What follows belongs to an exercise in optimizing a design on an open flow for small area, a short achievable clock period and few clock cycles per item; a production flow would make more cautious choices. At most, simulation tests tie the RTL to the original design; equivalence was not proved. Function not checked in run 4: the RTL went through the layout flow alone. Power is estimated from default activity; no workload was simulated. No driver is modelled on the clock port, so clocking that relies on it looks cheaper here than on a real chip.

<file path="config.mk">
export PLATFORM = sky130hd
export DESIGN_NAME = lfu_cache_lru_tiebreak_top
export DESIGN_NICKNAME = lfu_cache_lru_tiebreak_top
export VERILOG_FILES = /design/flow/design.v
export SDC_FILE = /design/flow/constraint.sdc
export NUM_CORES = 4
export LEC_CHECK = 0
export ABC_CLOCK_PERIOD_IN_PS = 3200
export CAP_MARGIN = 20
export CORE_MARGIN = 2
export CORE_UTILIZATION = 40
export PLACE_DENSITY = 0.6
export SETUP_SLACK_MARGIN = 2.8
export SLEW_MARGIN = 20
</file>
<file path="constraint.sdc">
create_clock -name core_clock -period 6.0 [get_ports {clk}]
set_input_delay 1.2000 -clock core_clock [delete_from_list [all_inputs] [get_ports {clk}]]
set_output_delay 1.2000 -clock core_clock [all_outputs]
set_load 0.01 [all_outputs]
</file>
<file path="design.v">
package lfulru_pkg;
  localparam int SLOTS  = 16;
  localparam int SLOT_W = (SLOTS > 1) ? $clog2(SLOTS) : 1;
  localparam int CNT_W  = $clog2(SLOTS + 1);
  localparam int KEY_W  = 32;
  localparam int DATA_W = 32;
  localparam int USES_W = 8;
  localparam int CAP_W  = 5;
  localparam logic FUNC_GET = 1'b0;
  localparam logic FUNC_PUT = 1'b1;
endpackage
module lfulru_engine (
  input  logic                             clk,
  input  logic                             rst,
  input  logic                             start,
  input  logic                             func,
  input  logic [lfulru_pkg::KEY_W-1:0]     lookup_key,
  input  logic [lfulru_pkg::DATA_W-1:0]    store_value,
  input  logic [lfulru_pkg::CNT_W-1:0]     cap_eff,
  input  logic                             cap_zero,
  input  logic                             cap_we,
  input  logic [lfulru_pkg::CNT_W-1:0]     cap_new,
  output logic                             busy,
  output logic                             done,
  output logic                             hit,
  output logic [lfulru_pkg::DATA_W-1:0]    read_value
);
  localparam int N  = lfulru_pkg::SLOTS;
  localparam int UW = lfulru_pkg::USES_W;
  logic                          op_vld;
  logic                          op_put;       
  logic                          op_wr;        
  logic [lfulru_pkg::KEY_W-1:0]  op_key;
  logic [lfulru_pkg::DATA_W-1:0] op_value;
  logic [N-1:0]                  match_r;      
  logic                          hit_p;        
  logic [UW-1:0]                 m_uses_r;     
  logic                          busy_q;
  logic                          done_r;
  logic                          hit_r;
  logic [lfulru_pkg::DATA_W-1:0] rdata_r;
  logic [N-1:0]                  valid;
  logic [lfulru_pkg::KEY_W-1:0]  keys  [N];
  logic [lfulru_pkg::DATA_W-1:0] vals  [N];
  logic [UW-1:0]                 uses  [N];
  logic [N-1:0]                  ord   [N];    
  logic [lfulru_pkg::CNT_W-1:0]  entries;
  logic [lfulru_pkg::CNT_W-1:0]  entries_nx;
  logic                          at_cap;       
  logic                          take;
  logic [N-1:0]                  raw_match;
  logic [UW-1:0]                 raw_uses;
  logic                          eq_prev;
  logic [N-1:0]                  match;
  logic [lfulru_pkg::DATA_W-1:0] m_data;
  logic [N-1:0]                  victim;
  logic [N-1:0]                  free_s;
  logic [N-1:0]                  tgt;
  logic [N-1:0]                  we;
  logic [N-1:0]                  lt;           
  logic [UW-1:0]                 u_inc;
  logic [UW-1:0]                 u_new;
  logic                          do_ins;
  logic                          do_use;
  assign busy   = busy_q;
  assign done   = done_r;
  assign take   = start && !busy_q;
  always_comb begin
    for (int i = 0; i < N; i++) begin
      raw_match[i] = valid[i] && (keys[i] == lookup_key);
    end
  end
  assign eq_prev = (lookup_key == op_key);
  always_comb begin
    if (eq_prev && do_ins) begin
      match = tgt;
    end else begin
      match = raw_match & ~(tgt & {N{do_ins}});
    end
  end
  always_comb begin
    raw_uses = '0;
    m_data   = '0;
    for (int i = 0; i < N; i++) begin
      raw_uses = raw_uses | (uses[i] & {UW{raw_match[i]}});
      m_data   = m_data | (vals[i] & {lfulru_pkg::DATA_W{match_r[i]}});
    end
  end
  always_comb begin
    for (int i = 0; i < N; i++) begin
      victim[i] = valid[i];
      for (int j = 0; j < N; j++) begin
        if (j < i) begin
          victim[i] = victim[i] & !ord[j][i];
        end else if (j > i) begin
          victim[i] = victim[i] & ord[i][j];
        end
      end
    end
  end
  always_comb begin
    for (int i = 0; i < N; i++) begin
      free_s[i] = !valid[i] && ((i == 0) || valid[(i > 0) ? i - 1 : 0]);
    end
  end
  assign do_ins     = op_wr && !hit_p;
  assign entries_nx = (do_ins && !at_cap) ? entries + lfulru_pkg::CNT_W'(1) : entries;
  assign do_use = op_wr || (op_vld && !op_put && hit_p);
  always_comb begin
    if (hit_p) begin
      tgt = match_r;
    end else if (at_cap) begin
      tgt = victim;
    end else begin
      tgt = free_s;
    end
    we = tgt & {N{do_use}};
  end
  assign u_inc = (m_uses_r == '1) ? m_uses_r : (m_uses_r + UW'(1));
  assign u_new = do_ins ? UW'(1) : u_inc;
  function automatic logic less_than(input logic [UW-1:0] a, input logic [UW-1:0] b);
    logic [7:0] l0, e0;
    logic [3:0] l1, e1;
    logic [1:0] l2, e2;
    for (int i = 0; i < 8; i++) begin
      l0[i] = !a[i] && b[i];
      e0[i] = !(a[i] ^ b[i]);
    end
    for (int i = 0; i < 4; i++) begin
      l1[i] = l0[2*i+1] || (e0[2*i+1] && l0[2*i]);
      e1[i] = e0[2*i+1] && e0[2*i];
    end
    for (int i = 0; i < 2; i++) begin
      l2[i] = l1[2*i+1] || (e1[2*i+1] && l1[2*i]);
      e2[i] = e1[2*i+1] && e1[2*i];
    end
    less_than = l2[1] || (e2[1] && l2[0]);
  endfunction
  always_comb begin
    for (int k = 0; k < N; k++) begin
      lt[k] = !valid[k] || less_than(u_new, uses[k]);
    end
  end
  always_ff @(posedge clk) begin
    if (rst) begin
      op_vld  <= 1'b0;
      op_wr   <= 1'b0;
      done_r  <= 1'b0;
      busy_q  <= 1'b1;
      valid   <= '0;
      entries <= '0;
      at_cap  <= 1'b0;
    end else begin
      op_vld <= take;
      op_wr  <= take && (func == lfulru_pkg::FUNC_PUT) && !cap_zero;
      done_r <= op_vld;
      busy_q <= 1'b0;
      if (do_ins) begin
        valid <= valid | tgt;
      end
      entries <= entries_nx;
      at_cap  <= cap_we ? (entries_nx >= cap_new) : (entries_nx >= cap_eff);
    end
  end
  always_ff @(posedge clk) begin
    op_put   <= (func == lfulru_pkg::FUNC_PUT);
    op_key   <= lookup_key;
    op_value <= store_value;
    match_r  <= match;
    hit_p    <= |match;
    m_uses_r <= (eq_prev && do_use) ? u_new : raw_uses;
    hit_r    <= hit_p;
    rdata_r  <= op_put ? '0 : (m_data | {lfulru_pkg::DATA_W{!hit_p}});
  end
  always_ff @(posedge clk) begin
    for (int i = 0; i < N; i++) begin
      if (we[i]) begin
        uses[i] <= u_new;
        if (op_put) begin
          vals[i] <= op_value;
        end
        if (do_ins) begin
          keys[i] <= op_key;
        end
      end
      for (int j = i + 1; j < N; j++) begin
        if (we[i]) begin
          ord[i][j] <= lt[j];
        end else if (we[j]) begin
          ord[i][j] <= !lt[i];
        end
      end
    end
  end
  assign hit        = hit_r;
  assign read_value = rdata_r;
endmodule
module lfu_cache_lru_tiebreak_top (
  input  logic                          clk,
  input  logic                          rst,
  input  logic                          start,
  output logic                          busy,
  input  logic                          func,
  input  logic signed [31:0]            lookup_key,
  input  logic signed [31:0]            store_value,
  output logic                          done,
  output logic                          hit,
  output logic signed [31:0]            read_value,
  input  logic                          capacity_we,
  input  logic [lfulru_pkg::CAP_W-1:0]  capacity_in_use
);
  logic [lfulru_pkg::CNT_W-1:0]   cap_eff;
  logic                           cap_zero;
  logic [lfulru_pkg::CNT_W-1:0]   cap_new;
  logic [31:0]                    read_value_u;
  always_comb begin
    if (32'(capacity_in_use) > 32'(lfulru_pkg::SLOTS)) begin
      cap_new = lfulru_pkg::CNT_W'(lfulru_pkg::SLOTS);
    end else begin
      cap_new = lfulru_pkg::CNT_W'(capacity_in_use);
    end
  end
  always_ff @(posedge clk) begin
    if (rst) begin
      cap_eff  <= lfulru_pkg::CNT_W'(lfulru_pkg::SLOTS);
      cap_zero <= 1'b0;
    end else if (capacity_we) begin
      cap_eff  <= cap_new;
      cap_zero <= (capacity_in_use == '0);
    end
  end
  lfulru_engine u_engine (
    .clk         (clk),
    .rst         (rst),
    .start       (start),
    .func        (func),
    .lookup_key  (lookup_key),
    .store_value (store_value),
    .cap_eff     (cap_eff),
    .cap_zero    (cap_zero),
    .cap_we      (capacity_we),
    .cap_new     (cap_new),
    .busy        (busy),
    .done        (done),
    .hit         (hit),
    .read_value  (read_value_u)
  );
  assign read_value = read_value_u;
endmodule
</file>
<file path="flow/run.sh">
#!/bin/bash
# Standard layout, with two changes:
# - the port buffers are buf_4 cells instead of the delay-type buffer the
#   port-buffering step picks on its own (every port still gets its own buffer);
# - clock tree synthesis clusters up to 30 sinks per leaf buffer and inserts
#   no dummy loads.
set -euo pipefail
export BUFFER_PORTS_ARGS="-buffer_cell sky130_fd_sc_hd__buf_4"
export CTS_ARGS="-sink_clustering_enable -repair_clock_nets -dont_use_dummy_load -sink_clustering_size 30 -sink_clustering_max_diameter 100"
bash standard.sh finish > standard_flow.log 2>&1
</file>
<file path="standard.sh">
#!/bin/bash
# synth_recipe.tcl (not shown) runs the flow's synth.tcl, then flattens the netlist and writes it again
# the make line also repeats each setting of config.mk as NAME=value (left out here)
make -C /OpenROAD-flow-scripts/flow DESIGN_CONFIG=/design/flow/config.mk WORK_HOME=/design/flow/orfs CLKGATE_MAP_FILE= SYNTH_SCRIPT=/design/flow/synth_recipe.tcl "${@:-finish}"
</file>
==> summary.txt, run 1 <==
Max Cap Violations=0; CP arrival=3660 ps; clock sinks=1427; EDFF count, synth=1272; share of cells above drive strength 1=16.3%; Iteration-0 DRC Markers=4970; clock tree buffer depth=3; initial antenna violation count=9; crit path max fanout=8; largest net degree at the start of global routing=35; Synth Flop Type=edfxtp_1; GRT overflow=0; Hold Vio Cnt, Final=0; CTS tree=built; combinational share of power=4.0%; Syn-to-layout area delta=13.3%; Yosys reg bits=1427; synth top area cells=edfxtp_1, xor2_1, dfxtp_1, ha_1, a22oi_1; wire per inst=31.1 um; NetSw=3.43 mW; syn_area_per_cell=15.1 um2; worst vdd ir=0.265 mV; Int Power=12.7 mW; Core ar.=143000 um2; Critical Path Start Type=register; area leader, netlist=edfxtp_1; RSZ-0062 raised after global routing=true; I/O pins=109; async set or reset register ratio after synthesis=0%; Pwr Total=16.1 mW; critical path class=register to register; Leak=22.3 nW; Pins Over Slew Limit=0; share of the yosys chip area belonging to registers=71.9%; Worst Skew=134 ps; most frequent cell after synthesis=edfxtp_1; Hold Crit Class=register to register; CP required=6400 ps; Ys Warns=6; Slew HR=28.2%; Final period util=54.4%; Syn Nets=4008; clock share of power=28.2%; post-detail-place hpwl=110 mm; Slew @ Worst Pin=1070 ps; Die X=383 um; total wire length=185 mm; worst skew pair latency=740 ps; clock-pin slew on the worst setup and hold paths=120 ps; Setup violations, final=0; Yosys top cell area share=66.5%; final instance area=65100 um2; H-tree Lvls=2; Root Buffer=clkbuf_16; top cells by count, synth=edfxtp_1, xor2_1, nand2_1; vias in the first global route=33900; Power Dens Cells=247 nW/um2; I/O Buffers=108; Max Freq=306 MHz; routed vias/inst=5.96; CP Capture Type=register; Tmin final=3260 ps; Cell Area, Synth=57400 um2; via count=35400; fin nets=4233; status=complete, no violations; Pre-antenna DRT Iters=6; die height=383 um; Cells after Synth=3810; flop2flop setup slack=2740 ps; DRC viols=0; Initial Util=40.1%; die area=147000 um2; Sw Ratio=21.3%; CTS buffer count=54; global-route wire length before repair=257 mm; DP Area=61100 um2; sequential power share=67.8%; Overall Global Routing Usage=24.5%; Yosys cell types=62; setup TNS=0 ps; Post-DRT Antenna Nets=0; Row Count=139; routability congestion estimate=0.953
## kinds of logic after synthesis
| family | Yosys count | share of synthesized area (%) |
|---|---|---|
| AO/OA/AOI/OAI | 633 | 7.56 |
| XOR/XNOR | 549 | 8.37 |
| flip-flops | 1427 | 71.9 |
| AND/OR/NAND/NOR | 799 | 7.18 |
| adder cells (fa/ha/maj) | 124 | 2.70 |
| multiplexers | 15 | 0.279 |
| buffers and inverters | 263 | 2.01 |
## critical path, stage by stage, from the launching register on
cell and delay [ps]:
dfxtp_2 410, nand4_1 210, or2_4 360, a21oi_4 170, clkinvlp_4 220, buf_6 200
ha_1 190, a21oi_2 140, nor2b_1 50, o21ai_1 110, nand3b_1 230, a2111oi_4 290
or3_4 290, mux2i_1 100
## final cells by class
type	count	area [um2]
multi-input combinational	2129	16300
inverter	57	246
fill	12500	78000
timing repair buffer	365	3460
antenna	5	12.5
timing repair inverter	1	6.26
clock buffer	54	1350
tap	1903	2380
sequential	1427	41400
## sequential cells by signal, summed over array words and instances (netlist names), 5 cells and up
| name | count |
|---|---|
| u_engine.keys | 512 |
| u_engine.vals | 512 |
| u_engine.uses | 128 |
| u_engine.ord | 120 |
| u_engine.op_key | 32 |
| u_engine.op_value | 32 |
| u_engine.rdata_r | 32 |
| u_engine.match_r | 16 |
| u_engine.valid | 16 |
| u_engine.m_uses_r | 8 |
| cap_eff | 5 |
| u_engine.entries | 5 |
## timing repair
| action | CTS | global route |
|---|---|---|
| pin swaps | 38 | 37 |
| gates cloned | 6 | 6 |
| hold buffers | 0 | 0 |
| buffers inserted | 74 | 49 |
| endpoints found under the setup margin | 764 | 389 |
| resized for setup | 167 | 146 |
| hold endpoints to repair | 0 | 0 |
## cells in the final DEF (no fill, tap or decap), types with 72 or more instances in the layout
cell,n
ha_1,116
nand4_1,104
edfxtp_1,1272
xor2_1,497
dfxtp_1,122
o21ai_0,148
nand3_1,72
nor4_1,112
nand2_1,195
nor2_1,86
buf_4,280
a22oi_1,201
## final timing paths
check / end / start / cells past startpoint
worst max-delay path: u_engine.ord[13][15]$_DFFE_PP_ / u_engine.m_uses_r[4]$_DFF_P_ / 13
worst min-delay path: cap_zero$_SDFFE_PP0P_ / cap_zero$_SDFFE_PP0P_ / 2
worst max register to register: u_engine.ord[13][15]$_DFFE_PP_ / u_engine.m_uses_r[4]$_DFF_P_ / 13
worst min register to register: cap_zero$_SDFFE_PP0P_ / cap_zero$_SDFFE_PP0P_ / 2
## metrics by stage
| stage | utilization (%) | setup WS [ps] | hold WS [ps] | instances |
|---|---|---|---|---|
| 2_1_floorplan | - | 2530 | 375 | 3810 |
| 3_3_place_gp | 42.7 | 1460 | 473 | 5747 |
| 3_5_place_dp | 42.7 | 1470 | 477 | 5747 |
| 4_1_cts | 44.7 | 2770 | 496 | 5881 |
| 5_1_grt | 45.5 | 2630 | 528 | 5936 |
| 6_report | 45.5 | 2740 | 499 | 5941 |
## power by group through the flow
stage | registers, mW | clock network [mW] | logic [mW]
global route | 10.9 | 4.86 | 0.675
global placement | 11.1 | 0 | 0.586
detailed placement | 11.1 | 0 | 0.586
finish | 10.9 | 4.54 | 0.646
CTS | 10.9 | 4.56 | 0.612
floorplan | 11.1 | 0 | 0.285
## routing by layer
layer / up-vias / GRT usage (%) / wire, um
met4: 6 / 8.95 / 7690
met5: - / 0 / 44
met3: 354 / 3.45 / 16700
met2: 1959 / 39.9 / 86600
met1: 18100 / 33.5 / 73500
li1: 14900 / - / -
Testbench counts, summed over its fixed seeds: cycles 4,816, items 4,800.
==> inputs of run 2 (changes only) <==
==> flow/run.sh (replaced) <==
#!/bin/bash
# Standard layout, with two changes:
# - the port buffers are buf_4 cells instead of the delay-type buffer the
#   port-buffering step picks on its own (every port still gets its own buffer);
# - clock tree synthesis clusters up to 25 sinks per leaf buffer and inserts
#   no dummy loads.
set -euo pipefail
export BUFFER_PORTS_ARGS="-buffer_cell sky130_fd_sc_hd__buf_4"
export CTS_ARGS="-sink_clustering_enable -repair_clock_nets -dont_use_dummy_load -sink_clustering_size 25 -sink_clustering_max_diameter 100"
bash standard.sh finish > standard_flow.log 2>&1
==> summary.txt, run 2 <==
status=complete, no violations; Tmin final=3390 ps; Yosys reg bits=1427; final instance area=66200 um2; flop2flop setup slack=2610 ps; fin nets=4262; reg2reg start=u_engine.m_uses_r[1]$_DFF_P_; total wire length=187 mm; setup TNS=0 ps; Initial Util=40.1%; adder-cell share of the synthesized area=2.70%; die area=147000 um2; Critical Path Max Stage Delay=380 ps; Yosys top cell area share=66.5%; DRC viols=0; GR Util met3=3.58%; area fraction in compound gates after synthesis=7.56%; via count=35900; Critical Path Start Type=register; Reg2Reg Capture Point=u_engine.ord[13][15]$_DFFE_PP_; GRT overflow=0; routability congestion estimate=0.953; Slew @ Worst Pin=1130 ps; post-detail-place hpwl=110 mm; Ys Warns=6; clock sinks=1427; Fillers=12400; CTS tree=built; Synth Flop Type=edfxtp_1; worst hold path depth=2; Final Core Density=46.3%; top cells by count, synth=edfxtp_1, xor2_1, nand2_1; share of cells above drive strength 1=19.1%; Setup violations, final=0; combinational share of power=3.9%; multiplexer share of the synthesized area=0.279%; reg2reg path depth=15; worst vdd ir=0.216 mV; wire per inst=31.3 um; H-tree Lvls=3; Core ar.=143000 um2; global-route wire length before repair=256 mm; Hold EP=cap_zero$_SDFFE_PP0P_; Sw Ratio=21.3%; Crit-path slowest cell=dfxtp_4; RSZ-0062 raised after global routing=true; most common cell after layout, fill and taps aside=edfxtp_1; CTS buffer count=68; share of the yosys chip area belonging to registers=71.9%; crit path max fanout=8; met2 Resource Use GR=40.0%; Largest regs=u_engine.keys x512, u_engine.vals x512, u_engine.uses x128; Die X=383 um; CP Capture Type=register; NetSw=3.53 mW; clock tree buffer depth=3; most frequent cell after synthesis=edfxtp_1; area leader, netlist=edfxtp_1; Pre-antenna DRT Iters=6; CP required=6430 ps; CP arrival=3820 ps; Yosys cell types=62; main combinational cell family by area after synthesis=XOR/XNOR gates; initial antenna violation count=7; Max Freq=295 MHz; Hold Crit Class=register to register; Post-Synth XOR/XNOR Area=8.37%; Worst Skew=75.3 ps; Int Power=13.1 mW; Overall Global Routing Usage=24.5%; Iteration-0 DRC Markers=4689; EDFF count, synth=1272; DP Area=61100 um2; GR Util met1=33.3%; largest net degree at the start of global routing=35; Syn-to-layout area delta=15.3%; leading cell types in the layout, fill and taps excluded=edfxtp_1, xor2_1, buf_4; async set or reset register ratio after synthesis=0%; Cells after Synth=3810; sequential power share=65.7%; clock-pin slew on the worst setup and hold paths=110 ps; I/O pins=109; synth top area cells=edfxtp_1, xor2_1, dfxtp_1, ha_1, a22oi_1; Hold Vio Cnt, Final=0; post-synthesis simple-gate area fraction=7.18%; Leak=22.7 nW; Pins Over Slew Limit=0; Cell Area, Synth=57400 um2; Final period util=56.6%; Root Buffer=clkbuf_16; critical path class=register to register; Critical Path, Cell by Cell=ha_4, and3_4, xnor2_2, a21oi_4, clkinvlp_4, buf_6, ha_4, a21oi_4, nor2b_4, o21ai_1, nand3b_1, buf_4, nor3_4, or3_4, mux2i_1; Slew HR=24.3%; hold buffers post-CTS=0; clock share of power=30.5%; Row Count=139; Worst Min Path Start=cap_zero$_SDFFE_PP0P_; routed vias/inst=6.01; syn_area_per_cell=15.1 um2; die height=383 um; vias in the first global route=33900; I/O Buffers=108; Power Dens Cells=251 nW/um2; Syn Nets=4008; Post-DRT Antenna Nets=0; grt peak-use layer=met2; worst skew pair latency=730 ps; Max Cap Violations=0
-- run 2: timing repair --
action	4_1_cts	5_1_grt
buffers inserted	60	72
gates resized for setup	143	373
pin swaps	29	61
endpoints found under the hold margin	0	0
cloned	4	14
setup endpoints to repair	718	349
-- run 2: kinds of logic (layout without fill, tap and decap cells) --
kind of cell / count (synthesis) / after routing
AO/OA/AOI/OAI: 633 / 635
XOR/XNOR: 549 / 549
adder cells (fa/ha/maj): 124 / 124
buffers and inverters: 263 / 503
flip-flops: 1427 / 1427
multiplexers: 15 / 15
other: 0 / 2
AND/OR/NAND/NOR: 799 / 809
-- run 2: critical path: cells and delay by family, from the launching register on --
| family | cells | cell delay (ps) |
|---|---|---|
| mux | 1 | 110 |
| flops | 1 | 380 |
| simple gates | 5 | 950 |
| fa+ha+maj | 2 | 330 |
| buf+inv | 3 | 760 |
| xor+xnor | 1 | 150 |
| compound gates | 3 | 460 |
-- run 2: worst max path at each step --
stage / start / to
2_1_floorplan: lookup_key[22] / u_engine.hit_p$_DFF_P_
5_1_grt: u_engine.m_uses_r[1]$_DFF_P_ / u_engine.ord[13][15]$_DFFE_PP_
3_5_place_dp: lookup_key[13] / u_engine.hit_p$_DFF_P_
4_1_cts: u_engine.ord[0][11]$_DFFE_PP_ / u_engine.ord[0][13]$_DFFE_PP_
6_report: u_engine.m_uses_r[1]$_DFF_P_ / u_engine.ord[13][15]$_DFFE_PP_
3_3_place_gp: lookup_key[29] / u_engine.hit_p$_DFF_P_
-- run 2: final cells by class --
type	instances	area, um2	share of cell area [%]
sequential	1427	41400	62.5
multi-input combinational	2132	16900	25.6
timing repair buffer	377	3580	5.40
tap	1903	2380	3.60
clock buffer	68	1700	2.57
inverter	57	246	0.372
timing repair inverter	1	6.26	0.00945
antenna	2	5.00	0.00756
-- run 2: power by group through the flow --
stage	Clock, mW	Sequential, mW	Combinational, mW
after floorplan	0	11.1	0.285
after global placement	0	11.1	0.586
after detailed placement	0	11.1	0.586
after CTS	5.10	10.9	0.608
after global routing	5.40	10.9	0.669
final	5.06	10.9	0.641
-- run 2: routing by layer --
metal  up-vias  share of wire, %  wire, um
met5         -             0.017        31
met4         4               4.3      7980
met3       376               8.8     16500
met2      2042                47     87800
met1     18500                40     74400
li1      15000                 -         -
-- run 2: metrics by stage --
step	power (mW)	instances	hold WS, ps	setup slack (ps)
floorplan	11.4	3810	375	2530
finish	16.6	5967	498	2610
global placement	11.7	5747	473	1460
CTS	16.6	5879	494	2660
global route	17.0	5965	527	2530
detailed placement	11.7	5747	477	1470
==> inputs of run 3 (changes only) <==
==> flow/run.sh (replaced) <==
#!/bin/bash
# Standard layout, with two changes:
# - the port buffers are buf_4 cells instead of the delay-type buffer the
#   port-buffering step picks on its own (every port still gets its own buffer);
# - clock tree synthesis clusters up to 28 sinks per leaf buffer and inserts
#   no dummy loads.
set -euo pipefail
export BUFFER_PORTS_ARGS="-buffer_cell sky130_fd_sc_hd__buf_4"
export CTS_ARGS="-sink_clustering_enable -repair_clock_nets -dont_use_dummy_load -sink_clustering_size 28 -sink_clustering_max_diameter 100"
bash standard.sh finish > standard_flow.log 2>&1
==> summary.txt, run 3 <==
global-route wire length before repair=258 mm; syn_area_per_cell=15.1 um2; worst vdd ir=0.272 mV; Hold EP=u_engine.keys[13][20]$_DFFE_PP_; share of the yosys chip area belonging to registers=71.9%; Worst path most repeated cell=buf_6; leading cell types in the layout, fill and taps excluded=edfxtp_1, xor2_1, buf_4; I/O Buffers=108; Final period util=56.0%; Pins Over Slew Limit=0; CTS tree=built; Yosys cell types=62; Worst path depth=14; wire per inst=31.4 um; synth top area cells=edfxtp_1, xor2_1, dfxtp_1, ha_1, a22oi_1; Slew @ Worst Pin=1110 ps; area leader, netlist=edfxtp_1; Row Count=139; Overall Global Routing Usage=24.7%; Power Dens Cells=247 nW/um2; via count=35700; Crit-path slowest cell=dfxtp_4; Pwr Total=16.3 mW; CP required=6420 ps; CP arrival=3780 ps; Critical Path Max Stage Delay=390 ps; CP Capture Type=register; Max Cap Violations=0; die height=383 um; fin nets=4257; Hold Vio Cnt, Final=0; total wire length=187 mm; most frequent cell after synthesis=edfxtp_1; Pre-antenna DRT Iters=6; reg2reg path depth=14; Worst Skew=122 ps; routed vias/inst=5.99; Placed Cells=5747; post-detail-place hpwl=110 mm; flop2flop setup slack=2640 ps; routability congestion estimate=0.953; worst hold path depth=0; GRT overflow=0; DRC viols=0; Cell Area, Synth=57400 um2; Leak=22.6 nW; vias in the first global route=33900; Post-Layout Cell Count=5962; Root Buffer=clkbuf_16; final instance area=65900 um2; Setup crit start=u_engine.m_uses_r[4]$_DFF_P_; clock tree buffer depth=3; die area=147000 um2; Post-DRT Antenna Nets=0; I/O pins=109; dpl ws=1470 ps; Core ar.=143000 um2; share of cells above drive strength 1=18.5%; worst path bufs/invs=3; Slew HR=25.1%; Worst Min Path Start=u_engine.op_key[20]$_DFF_P_; critical path class=register to register; crit-path leading delay family=simple AND/OR/NAND/NOR gates; Final Core Density=46.1%; Critical Path, Cell by Cell=nand4_1, or2_4, buf_6, a21oi_4, clkinvlp_4, buf_6, ha_4, a21oi_2, nor2b_1, o21ai_1, nand3b_1, a2111oi_4, or3_4, o21ai_2; fin worst setup slack=2640 ps; DP Area=61100 um2; top cells by count, synth=edfxtp_1, xor2_1, nand2_1; Yosys reg bits=1427; worst skew pair latency=770 ps; clock-pin slew on the worst setup and hold paths=120 ps; Synth Flop Type=edfxtp_1; Iteration-0 DRC Markers=5169; Setup violations, final=0; Hold Crit Class=register to register; largest net degree at the start of global routing=35; Die X=383 um; Largest regs=u_engine.keys x512, u_engine.vals x512, u_engine.uses x128; Initial Util=40.1%; Critical Path Start Type=register; EDFF count, synth=1272; RSZ-0062 raised after global routing=true; Ys Warns=6; Cells after Synth=3810; status=complete, no violations; Reg2Reg Capture Point=u_engine.ord[5][15]$_DFFE_PP_; H-tree Lvls=2; Syn-to-layout area delta=14.8%; WHS=446 ps; Syn Nets=4008; reg2reg start=u_engine.m_uses_r[4]$_DFF_P_; Tmin final=3360 ps; setup TNS=0 ps; crit path max fanout=8; Yosys top cell area share=66.5%; clock sinks=1427; initial antenna violation count=5; most common cell after layout, fill and taps aside=edfxtp_1; async set or reset register ratio after synthesis=0%; CTS buffer count=59; Max Freq=297 MHz
-- run 3: worst max path at each step --
stage	end
6_report	u_engine.ord[5][15]$_DFFE_PP_
4_1_cts	u_engine.ord[9][10]$_DFFE_PP_
2_1_floorplan	u_engine.hit_p$_DFF_P_
3_3_place_gp	u_engine.hit_p$_DFF_P_
5_1_grt	u_engine.ord[13][15]$_DFFE_PP_
3_5_place_dp	u_engine.hit_p$_DFF_P_
-- run 3: what timing repair did --
action | CTS | global route
pin swaps | 44 | 65
hold buffers | 0 | 0
resized for setup | 204 | 311
buffers inserted | 72 | 66
cloned | 11 | 5
endpoints found under the setup margin | 756 | 341
-- run 3: cell families (layout without fill, tap and decap cells) --
family                     after synthesis  after routing  share of synthesized area (%)
AOI/OAI and AO/OA                      633            635                           7.56
xor gates and xnor gates               549            549                           8.37
adders and majority gates              124            124                           2.70
buffers and inverters                  263            500                           2.01
DFF                                   1427           1427                           71.9
muxes                                   15             15                          0.279
other                                    0              2                              0
and+or+nand+nor                        799            807                           7.18
-- run 3: final cells by class --
cell class	count	area (um2)
Fill cell	12400	77200
Sequential cell	1427	41400
Multi-Input combinational cell	2130	16800
Timing Repair Buffer	384	3660
Tap cell	1903	2380
Clock buffer	59	1480
Inverter	57	249
Antenna cell	2	5.00
-- run 3: layer usage --
layer,global-route usage [%],up-vias,part of all wire (%)
met5,0,-,0.0080
met4,9.10,2,4.5
met3,3.41,398,8.9
met2,40.2,1958,47
met1,33.7,18400,40
li1,-,15000,-
-- run 3: power breakdown --
group / leakage [nW] / switching (mW) / internal [mW]
Sequential: 12.8 / 0.0868 / 10.8
Clock: 0.727 / 2.97 / 1.76
Combinational: 9.07 / 0.432 / 0.214
Total: 22.6 / 3.49 / 12.8
==> inputs of run 4 (changes only) <==
--- a/design.v
+++ b/design.v
@@ -28,13 +28,18 @@
   localparam int N  = lfulru_pkg::SLOTS;
   localparam int UW = lfulru_pkg::USES_W;
+  logic                          busy_q;
+  logic                          c_vld;
+  logic                          c_put;        
+  logic                          c_wr;         
+  logic [lfulru_pkg::KEY_W-1:0]  c_key;
+  logic [lfulru_pkg::DATA_W-1:0] c_value;
   logic                          op_vld;
-  logic                          op_put;       
-  logic                          op_wr;        
+  logic                          op_put;
+  logic                          op_wr;
   logic [lfulru_pkg::KEY_W-1:0]  op_key;
   logic [lfulru_pkg::DATA_W-1:0] op_value;
   logic [N-1:0]                  match_r;      
   logic                          hit_p;        
-  logic [UW-1:0]                 m_uses_r;     
-  logic                          busy_q;
+  logic [UW-1:0]                 u_new;        
   logic                          done_r;
   logic                          hit_r;
@@ -48,9 +53,11 @@
   logic [lfulru_pkg::CNT_W-1:0]  entries_nx;
   logic                          at_cap;       
-  logic                          take;
   logic [N-1:0]                  raw_match;
   logic [UW-1:0]                 raw_uses;
   logic                          eq_prev;
   logic [N-1:0]                  match;
+  logic                          c_hit;
+  logic [UW-1:0]                 c_uses;
+  logic [UW-1:0]                 c_inc;
   logic [lfulru_pkg::DATA_W-1:0] m_data;
   logic [N-1:0]                  victim;
@@ -59,17 +66,14 @@
   logic [N-1:0]                  we;
   logic [N-1:0]                  lt;           
-  logic [UW-1:0]                 u_inc;
-  logic [UW-1:0]                 u_new;
   logic                          do_ins;
   logic                          do_use;
-  assign busy   = busy_q;
-  assign done   = done_r;
-  assign take   = start && !busy_q;
-  always_comb begin
-    for (int i = 0; i < N; i++) begin
-      raw_match[i] = valid[i] && (keys[i] == lookup_key);
-    end
-  end
-  assign eq_prev = (lookup_key == op_key);
+  assign busy = busy_q;
+  assign done = done_r;
+  always_comb begin
+    for (int i = 0; i < N; i++) begin
+      raw_match[i] = valid[i] && (keys[i] == c_key);
+    end
+  end
+  assign eq_prev = (c_key == op_key);
   always_comb begin
     if (eq_prev && do_ins) begin
@@ -79,10 +83,17 @@
     end
   end
+  assign c_hit = |match;
   always_comb begin
     raw_uses = '0;
-    m_data   = '0;
     for (int i = 0; i < N; i++) begin
       raw_uses = raw_uses | (uses[i] & {UW{raw_match[i]}});
-      m_data   = m_data | (vals[i] & {lfulru_pkg::DATA_W{match_r[i]}});
+    end
+  end
+  assign c_uses = (eq_prev && do_use) ? u_new : raw_uses;
+  assign c_inc  = (c_uses == '1) ? c_uses : (c_uses + UW'(1));
+  always_comb begin
+    m_data = '0;
+    for (int i = 0; i < N; i++) begin
+      m_data = m_data | (vals[i] & {lfulru_pkg::DATA_W{match_r[i]}});
     end
   end
@@ -105,6 +116,6 @@
   end
   assign do_ins     = op_wr && !hit_p;
+  assign do_use     = op_wr || (op_vld && !op_put && hit_p);
   assign entries_nx = (do_ins && !at_cap) ? entries + lfulru_pkg::CNT_W'(1) : entries;
-  assign do_use = op_wr || (op_vld && !op_put && hit_p);
   always_comb begin
     if (hit_p) begin
@@ -117,23 +128,11 @@
     we = tgt & {N{do_use}};
   end
-  assign u_inc = (m_uses_r == '1) ? m_uses_r : (m_uses_r + UW'(1));
-  assign u_new = do_ins ? UW'(1) : u_inc;
   function automatic logic less_than(input logic [UW-1:0] a, input logic [UW-1:0] b);
-    logic [7:0] l0, e0;
-    logic [3:0] l1, e1;
-    logic [1:0] l2, e2;
-    for (int i = 0; i < 8; i++) begin
-      l0[i] = !a[i] && b[i];
-      e0[i] = !(a[i] ^ b[i]);
-    end
-    for (int i = 0; i < 4; i++) begin
-      l1[i] = l0[2*i+1] || (e0[2*i+1] && l0[2*i]);
-      e1[i] = e0[2*i+1] && e0[2*i];
-    end
-    for (int i = 0; i < 2; i++) begin
-      l2[i] = l1[2*i+1] || (e1[2*i+1] && l1[2*i]);
-      e2[i] = e1[2*i+1] && e1[2*i];
-    end
-    less_than = l2[1] || (e2[1] && l2[0]);
+    logic r;
+    r = 1'b0;
+    for (int i = 0; i < UW; i++) begin
+      r = (!a[i] && b[i]) || (!(a[i] ^ b[i]) && r);
+    end
+    less_than = r;
   endfunction
   always_comb begin
@@ -144,16 +143,20 @@
   always_ff @(posedge clk) begin
     if (rst) begin
+      busy_q  <= 1'b1;
+      c_vld   <= 1'b0;
+      c_wr    <= 1'b0;
       op_vld  <= 1'b0;
       op_wr   <= 1'b0;
       done_r  <= 1'b0;
-      busy_q  <= 1'b1;
       valid   <= '0;
       entries <= '0;
       at_cap  <= 1'b0;
     end else begin
-      op_vld <= take;
-      op_wr  <= take && (func == lfulru_pkg::FUNC_PUT) && !cap_zero;
+      busy_q <= 1'b0;
+      c_vld  <= start && !busy_q;
+      c_wr   <= start && !busy_q && (func == lfulru_pkg::FUNC_PUT) && !cap_zero;
+      op_vld <= c_vld;
+      op_wr  <= c_wr;
       done_r <= op_vld;
-      busy_q <= 1'b0;
       if (do_ins) begin
         valid <= valid | tgt;
@@ -164,10 +167,13 @@
   end
   always_ff @(posedge clk) begin
-    op_put   <= (func == lfulru_pkg::FUNC_PUT);
-    op_key   <= lookup_key;
-    op_value <= store_value;
+    c_put    <= (func == lfulru_pkg::FUNC_PUT);
+    c_key    <= lookup_key;
+    c_value  <= store_value;
+    op_put   <= c_put;
+    op_key   <= c_key;
+    op_value <= c_value;
     match_r  <= match;
-    hit_p    <= |match;
-    m_uses_r <= (eq_prev && do_use) ? u_new : raw_uses;
+    hit_p    <= c_hit;
+    u_new    <= (c_wr && !c_hit) ? UW'(1) : c_inc;
     hit_r    <= hit_p;
     rdata_r  <= op_put ? '0 : (m_data | {lfulru_pkg::DATA_W{!hit_p}});
==> flow/run.sh (replaced) <==
#!/bin/bash
# Standard layout, with the port buffers made of buf_4 cells instead of the
# delay-type buffer the port-buffering step picks on its own. Every input and
# output port still gets its own buffer.
set -euo pipefail
export BUFFER_PORTS_ARGS="-buffer_cell sky130_fd_sc_hd__buf_4"
bash standard.sh finish > standard_flow.log 2>&1
--- a/config.mk
+++ b/config.mk
@@ -6,9 +6,9 @@
 export NUM_CORES = 4
 export LEC_CHECK = 0
-export ABC_CLOCK_PERIOD_IN_PS = 3200
+export ABC_CLOCK_PERIOD_IN_PS = 3000
 export CAP_MARGIN = 20
 export CORE_MARGIN = 2
 export CORE_UTILIZATION = 40
 export PLACE_DENSITY = 0.6
-export SETUP_SLACK_MARGIN = 2.8
+export SETUP_SLACK_MARGIN = 3.0
 export SLEW_MARGIN = 20
==> summary.txt, run 4 <==
status=complete, no violations; Hold EP=u_engine.op_value[25]$_DFF_P_; area leader, netlist=edfxtp_1; vias in the first global route=36800; total wire length=204 mm; most frequent cell after synthesis=edfxtp_1; Slew HR=35.7%; clock tree buffer depth=3; global-route wire length before repair=280 mm; Multi-input gate area=18200 um2; routed vias/inst=5.96; Slew @ Worst Pin=963 ps; CP required=6700 ps; share of the yosys chip area belonging to registers=71.8%; Ys Warns=6; Fillers=12300; Leak=25.6 nW; CTS tree=built; Pre-antenna DRT Iters=6; I/O pins=109; critical path class=register to register; I/O Buffers=108; share of cells above drive strength 1=27.3%; DRC viols=0; clock-pin slew on the worst setup and hold paths=60 ps; Max Freq=276 MHz; Critical Path Start Type=register; Overall Global Routing Usage=26.1%; synth top area cells=edfxtp_1, dfxtp_1, xor2_1, xnor2_1, ha_1; Yosys cell types=77; Pwr Total=21.8 mW; syn_area_per_cell=15.0 um2; post-detail-place hpwl=122 mm; Cells after Synth=3953; Final Core Density=50.2%; Initial Util=40.2%; Row Count=141; reg2reg start=u_engine.c_key[27]$_DFF_P_; Power Dens Cells=294 nW/um2; Post-DRT Antenna Nets=0; hold buffers post-CTS=0; die area=152000 um2; Iteration-0 DRC Markers=5241; CTS buffer count=154; FF/Latch Area=42800 um2; Cell Area, Synth=59400 um2; Syn Nets=4151; Largest regs=u_engine.keys x512, u_engine.vals x512, u_engine.uses x128; fin nets=4623; Setup violations, final=0; Hold Crit Class=register to register; top cells by count, synth=edfxtp_1, xor2_1, nand2_1; worst vdd ir=0.255 mV; Core ar.=147000 um2; Yosys reg bits=1494; Reg2Reg Capture Point=u_engine.u_new[0]$_SDFF_PP1_; Die X=389 um; wire per inst=31.4 um; clock sinks=1494; H-tree Lvls=4; Hold Vio Cnt, Final=0; GRT overflow=0; Syn-to-layout area delta=24.8%; crit path max fanout=9; EDFF count, synth=1272; reg2reg path depth=13; CP arrival=4330 ps; RSZ-0062 raised after global routing=true; worst hold path depth=0; async set or reset register ratio after synthesis=0%; flop2flop setup slack=2370 ps; Final period util=60.5%; leading cell types in the layout, fill and taps excluded=edfxtp_1, buf_4, xor2_1; Synth Flop Type=edfxtp_1; worst skew pair latency=820 ps; most common cell after layout, fill and taps aside=edfxtp_1; routability congestion estimate=0.974; Tmin final=3630 ps; Worst Skew=55.2 ps; Yosys top cell area share=64.3%; Worst Min Path Start=u_engine.c_value[25]$_DFF_P_; die height=389 um; CP Capture Type=register; via count=38600; Pins Over Slew Limit=0; Root Buffer=clkbuf_16; Max Cap Violations=0; initial antenna violation count=9; setup TNS=0 ps; largest net degree at the start of global routing=35
run 4: changes by cell type in the layout (fill, tap and decap cells not counted), moves of 33 or more:
cell / before / now
xor2_1: 501 / 256
xnor2_1: 39 / 202
buf_4: 278 / 374
clkbuf_16: 62 / 157
nor4_1: 115 / 31
nand2b_1: 9 / 61
o21ai_2: 51 / 102
o21ai_0: 66 / 24
buf_12: 23 / 62
clkbuf_1: 0 / 39
nand2_1: 195 / 233
dfxtp_1: 122 / 155
o21a_1: 15 / 48
run 4: cell families after synthesis:
| logic type | share of synthesized area (%) |
|---|---|
| multiplexers | 0.413 |
| buffers and inverters | 2.26 |
| flip-flops | 71.8 |
| AO/OA/AOI/OAI | 7.89 |
| adder cells (fa/ha/maj) | 2.61 |
| AND/OR/NAND/NOR | 7.93 |
| XOR/XNOR | 7.07 |
run 4: area by class of cell:
class,instances,area share [%]
sequential,1494,57.8
multi-input combinational,2167,24.6
timing repair buffer,519,6.95
clock buffer,218,5.88
tap,1930,3.26
clock inverter,69,1.02
inverter,89,0.502
antenna,1,0.00338
run 4: per-stage QoR:
stage	hold slack [ps]	area, um2	setup WS, ps	instances
3_3_place_gp	311	63000	896	5926
5_1_grt	320	74100	2340	6487
6_report	324	74100	2370	6487
3_5_place_dp	312	63100	933	5928
2_1_floorplan	310	59800	2850	3953
4_1_cts	320	71800	2510	6414
run 4: per-layer routing:
metal  track usage (%)  share of wire, %  vias to the layer above
met1              36.3                40                    19800
met3              5.70               9.9                      461
met5                 0             0.041                        -
li1                  -                 -                    16100
met2              40.4                45                     2255
met4              9.22               4.0                       12
run 4: how the worst max path moves through the flow:
| stage | cells after the start | endpoint | from | slack [ps] |
|---|---|---|---|---|
| after detailed placement | 12 | u_engine.u_new[3]$_SDFF_PP0_ | u_engine.c_key[16]$_DFF_P_ | 930 |
| after global placement | 12 | u_engine.u_new[3]$_SDFF_PP0_ | u_engine.c_key[16]$_DFF_P_ | 900 |
| after CTS | 15 | u_engine.u_new[3]$_SDFF_PP0_ | u_engine.c_key[20]$_DFF_P_ | 2510 |
| final | 13 | u_engine.u_new[0]$_SDFF_PP1_ | u_engine.c_key[27]$_DFF_P_ | 2370 |
| after floorplan | 15 | u_engine.u_new[3]$_SDFF_PP0_ | u_engine.c_key[3]$_DFF_P_ | 2850 |
| after global routing | 17 | u_engine.u_new[0]$_SDFF_PP1_ | u_engine.c_key[15]$_DFF_P_ | 2340 |
run 4: worst max-delay path, cell delays in order (launching register included):
cell,delay [ps]
dfxtp_4,360
buf_6,160
xnor2_1,280
nand4_1,340
nor4_4,360
nor3b_4,430
buf_6,190
a22oi_1,80
and4_2,290
nand4b_1,210
or3_4,460
buf_4,160
xnor2_2,120
nand2b_1,70
run 4: what timing repair did:
item / in CTS / in global routing
cloned: 11 / 9
pin swaps: 107 / 119
endpoints found under the setup margin: 919 / 436
resized for setup: 441 / 395
buffers inserted: 188 / 63
run 4: where the power goes:
group | internal (mW) | total (mW) | switching (mW)
combinational | 0.280 | 0.699 | 0.419
clock | 5.47 | 9.66 | 4.19
sequential | 11.3 | 11.4 | 0.149

-- afterwards: timing with drivers on the ports --
Ports are ideal in the flow. The routed layouts listed here were re-timed in OpenROAD.
Step 1 (the two cells are an assumption about what drives the block):
set clk [get_ports {clk}]
set_driving_cell -lib_cell sky130_fd_sc_hd__clkbuf_16 $clk
set_driving_cell -lib_cell sky130_fd_sc_hd__buf_2 [delete_from_list [all_inputs] $clk]
Step 2 moves the port delays by t, midway between the first and last clock arrival at a register: inputs arrive t later, outputs are due t later. That takes back most of the time a late clock gives input paths.
Three values: ideal, step 1, step 2; two values: the first two.
| run | t (ns) | slack for setup (ns) | worst setup path after step 2 | worst register clock-pin slew, ns | worst data-port slew with drivers (ns) |
|---|---|---|---|---|---|
| run 1 | 0.752 | 2.736 / 2.736 / 2.085 | input to register | 0.12 / 0.12 | 0.10 |
| run 2 | 0.773 | 2.605 / 2.605 / 2.072 | input to register | 0.11 / 0.11 | 0.10 |
| run 3 | 0.779 | 2.637 / 2.637 / 1.959 | input to register | 0.13 / 0.13 | 0.22 |
| run 4 | 0.877 | 2.370 / 2.370 / 2.370 | register to register | 0.07 / 0.07 | 0.36 |
After both steps setup and hold are still met in every run listed. The setup slack of run 3, which loses most, moves by 0.000 ns with the drivers and by -0.678 ns with both steps.
